What follows belongs to an exercise in optimizing a design on an open flow for small area, a short achievable clock period and few clock cycles per item; a production flow would make more cautious choices. RTL that was checked went through simulation tests only; none was proved equivalent to the original.

==> inputs of job 9596 <==
Design rv32m_unit, start of the top module:
module rv32m_unit (
    input  logic             clk_i,
    input  logic             arst_n_i,
    input  logic             cmd_valid_i,
    output logic             cmd_ready_o,
    input  logic [2:0]       cmd_op_i,
    input  logic [31:0]      cmd_src1_i,
    input  logic [31:0]      cmd_src2_i,
    input  logic [4:0]       cmd_tag_i,
    output logic             rsp_valid_o,
    input  logic             rsp_ready_i,
    output logic [4:0]       rsp_tag_o,
    output logic [31:0]      rsp_result_o
);
==> flow/config.mk <==
export PLATFORM = sky130hd
export DESIGN_NAME = rv32m_unit
export DESIGN_NICKNAME = rv32m_unit
export VERILOG_FILES = /design/flow/design.v
export SDC_FILE = /design/flow/constraint.sdc
export NUM_CORES = 4
export LEC_CHECK = 0
export CAP_MARGIN = 20
export CORE_MARGIN = 2
export CORE_UTILIZATION = 40
export PLACE_DENSITY = 0.6
export SETUP_SLACK_MARGIN = 4.5
export SLEW_MARGIN = 20
==> flow/constraint.sdc <==
create_clock -name core_clock -period 10.0 [get_ports {clk_i}]
set_input_delay 2.0000 -clock core_clock [delete_from_list [all_inputs] [get_ports {clk_i}]]
set_output_delay 2.0000 -clock core_clock [all_outputs]
set_load 0.01 [all_outputs]
run.sh (not shown) runs the stock make flow with config.mk's settings and CLKGATE_MAP_FILE= SYNTH_SCRIPT=/design/flow/synth_recipe.tcl, a recipe that flattens the netlist after the stock synthesis.
==> inputs of job 4005, as changes to job 9596 <==
SETUP_SLACK_MARGIN = 5   (was 4.5)
==> run notes <==
Placed Cells: job 4005 8683; job 9596 8673
Startpoint of the most critical hold path: job 4005 u_router.w_tag[2]; job 9596 u_router.h_q[1]
Non-clock buffer total of the final layout: job 4005 292; job 9596 259
Run status: job 4005 no timing/DRC/antenna violations; job 9596 no timing/DRC/antenna violations
Vias in the first global route: job 4005 52000; job 9596 52600
Post-Route WL: job 4005 247000 um; job 9596 246000 um
Reg2Reg Launch Point: job 4005 u_router.h_q[77]; job 9596 u_router.h_q[7]
FF-to-FF End: job 4005 u_mul.cr[65]; job 9596 u_router.w_span[6]
Placed wire-length estimate: job 4005 164000 um; job 9596 163000 um
Filler Cells Inserted: job 4005 15800; job 9596 15800
Overall Global Routing Usage: job 4005 28.4%; job 9596 28.3%
Post-CTS setup buffer count: job 4005 8; job 9596 0
Worst Path Max Fanout: job 4005 40; job 9596 29
Number of DRC markers in iteration 0: job 4005 7155; job 9596 6778
Data arrival time of the critical path: job 4005 5.38 ns; job 9596 5.85 ns
Final weighted congestion of routability-driven global placement: job 4005 0.951; job 9596 0.960
Fin crit period: job 4005 4.96 ns; job 9596 5.36 ns
Worst setup slack for register-to-register paths: job 4005 5.04 ns; job 9596 4.64 ns
No functional check of the RTL was part of any run of this note.

==> inputs of run a <==
rv32m_unit, a different RTL version from the one above (not shown whole).
clock: 10.0 ns
lec_check: 0
cap_margin: 20
core_margin: 2
core_utilization: 40
place_density: 0.6
setup_slack_margin: 5
slew_margin: 20
==> inputs of run b, as changes to run a <==
- CTS_BUF_LIST: not set -> sky130_fd_sc_hd__clkbuf_4 sky130_fd_sc_hd__clkbuf_8
==> inputs of run c, as changes to run a <==
- CORE_UTILIZATION: 40 -> 55
- PLACE_DENSITY: 0.6 -> 0.7
==> flow_summary.toml <==
[min_path]
worstHoldStart = "g_div[1].u_div.dvs_q[31]"

[sta]
slew_headroom_pct = 8.073

[cells_and_area]
nNetsFinal = 7396
nClkBuffers = 120
nNonClkInverters = 648
multi_input_area_share_pct = 55.73

[die]
start_util_pct = 55.48

[run_status]
status = "complete, no violations"

[setup_path]
crit_buf_inv = 6

[global_routing]
first_global_vias = 53310
grt_max_degree = 98

[cts]
clkTransAtPathRegs_ns = 0.06
the above is filed under run c

==> flow_summary.toml <==
[global_routing]
grtUsageTotal_pct = 28.61
grt_max_degree = 134
first_global_vias = 53350
antenna_found_initial = 10

[setup_path]
crit_buf_inv = 5

[sta]
fin_crit_ns = 4.939
slew_headroom_pct = 19.79

[cells_and_area]
area_delta_synth_final_pct = 10.99
nClkBuffers = 195
multi_input_area_share_pct = 54.87
nNonClkInverters = 648

[min_path]
worstHoldStart = "g_div[0].u_div.dvs_q[4]"

[run_status]
status = "complete, no violations"
the above is filed under run b

==> flow_summary.toml <==
[cells_and_area]
nNetsFinal = 7432
nClkBuffers = 118
multi_input_area_share_pct = 54.73
nNonClkInverters = 649

[global_routing]
first_global_vias = 52990

[setup_path]
crit_buf_inv = 4

[run_status]
status = "complete, no violations"

[min_path]
worstHoldStart = "g_div[0].u_div.dvs_q[2]"

[die]
start_util_pct = 40.25

[cts]
clkTransAtPathRegs_ns = 0.06
the above is filed under run a

Testbench counts of run a, summed over its fixed seeds: cycles 2,202, items 1,920.
Testbench counts of run b, summed over its fixed seeds: cycles 2,202, items 1,920.
Testbench counts of run c, summed over its fixed seeds: cycles 2,202, items 1,920.

==> inputs of lagoon <==
rv32m_unit, a different RTL version from the one above (not shown whole).
make LEC_CHECK=0 CAP_MARGIN=20 CORE_MARGIN=2 CORE_UTILIZATION=40 PLACE_DENSITY=0.6 SLEW_MARGIN=20 finish   # period 10.0 ns
==> inputs of onyx, as changes to lagoon <==
--- a/flow/design.v
+++ b/flow/design.v
@@ -19,27 +19,27 @@
     output logic                mul_hi,
     output logic [4:0]          mul_tag,
     input  logic                mul_rsp_valid,
     output logic                mul_rsp_take,
     input  logic [4:0]          mul_rsp_tag,
     input  logic [31:0]         mul_rsp_result,
-    output logic [3-1:0] div_ld,
+    output logic [2-1:0] div_ld,
     output logic [31:0]         div_dvd,
     output logic [31:0]         div_dvs,
     output logic                div_is_rem,
     output logic                div_neg_q,
     output logic                div_neg_r,
     output logic [4:0]          div_tag,
-    input  logic [3-1:0] div_free,
-    input  logic [3-1:0] div_done,
-    output logic [3-1:0] div_take,
-    input  logic [3-1:0][4:0]  div_rsp_tag,
-    input  logic [3-1:0][31:0] div_rsp_mag,
-    input  logic [3-1:0]       div_rsp_neg
+    input  logic [2-1:0] div_free,
+    input  logic [2-1:0] div_done,
+    output logic [2-1:0] div_take,
+    input  logic [2-1:0][4:0]  div_rsp_tag,
+    input  logic [2-1:0][31:0] div_rsp_mag,
+    input  logic [2-1:0]       div_rsp_neg
 );
-    localparam int NC = 3;
+    localparam int NC = 2;
     localparam int EW = 3 + 1 + 1 + 32 + 32 + 5;
     logic [EW-1:0] in_e, h_q, k_q;
     logic          h_valid, k_valid;
     logic          accept, h_pop;
     logic          h_is_div, div_any_free;
     logic          in_sa, in_sb;
@@ -2632,13 +2632,13 @@
     input  logic [4:0]       cmd_tag_i,
     output logic             rsp_valid_o,
     input  logic             rsp_ready_i,
     output logic [4:0]       rsp_tag_o,
     output logic [31:0]      rsp_result_o
 );
-    localparam int NC = 3;
+    localparam int NC = 2;
     logic        mul_valid, mul_ready, mul_hi;
     logic [32:0] mul_x, mul_y;
     logic [4:0]  mul_tag;
     logic        mul_rsp_valid, mul_rsp_take;
     logic [4:0]  mul_rsp_tag;
     logic [31:0] mul_rsp_result;
==> summary of the runs <==
In lagoon the worst setup slack is better than in onyx, by 0.44 ns.
Between onyx and lagoon, the lower sequential cell count is in onyx (gap 111).
Against onyx, the via count of lagoon is higher by 17%.
==> figures <==
Number of multi-input combinational cells: onyx 4889; lagoon 5873
Post-synth cell types: onyx 97; lagoon 117
Count of flip-flops and latches: onyx 548; lagoon 659
Share of async-settable or async-resettable flops after synthesis: onyx 2.19%; lagoon 2.12%
Initial DRC count: onyx 6991; lagoon 7786
Flop2flop setup slack: onyx 1.86 ns; lagoon 2.30 ns
Result of the run: onyx finished clean; lagoon finished clean
Final Net Count: onyx 7242; lagoon 8525
No functional check of the RTL was part of any run of this note.

## separate check: timing with driven ports
In the flow no input, the clock included, has a driving cell. The finished layouts below were timed again as built, in two steps.
Step 1: set_driving_cell puts a clkbuf_16 on clk_i and a buf_2 on each other input, an assumption about the parent block.
Step 2 also shifts input and output timing later by t, the mid clock arrival at the registers, as if the neighbouring blocks saw the same clock.
Three values: no drivers, after step 1, after step 2; two values: the first two.
run | t (ns) | slack for setup (ns) | worst hold slack (ns) | worst data-port slew with drivers (ns) | pins driven straight from the clock port
job 9596 | 0.813 | 4.636 / 4.636 / 4.249 | 0.456 / 0.456 / 0.456 | 0.05 | 1
job 4005 | 0.810 | 5.044 / 5.044 / 4.420 | 0.454 / 0.454 / 0.454 | 0.08 | 1
run a | 0.792 | 5.037 / 5.037 / 4.486 | 0.423 / 0.423 / 0.423 | 0.10 | 1
run b | 0.962 | 5.061 / 5.061 / 4.396 | 0.447 / 0.447 / 0.447 | 0.09 | 1
run c | 0.793 | 4.993 / 4.993 / 4.504 | 0.418 / 0.418 / 0.418 | 0.07 | 1
lagoon | 0.827 | 2.304 / 2.304 / 2.304 | 0.504 / 0.504 / 0.504 | 0.06 | 1
onyx | 0.788 | 1.863 / 1.863 / 1.863 | 0.469 / 0.469 / 0.469 | 0.08 | 1
After both steps every run listed still meets setup and hold. The setup slack of run b, which loses most, moves by 0.000 ns with the drivers and by -0.665 ns with both steps.
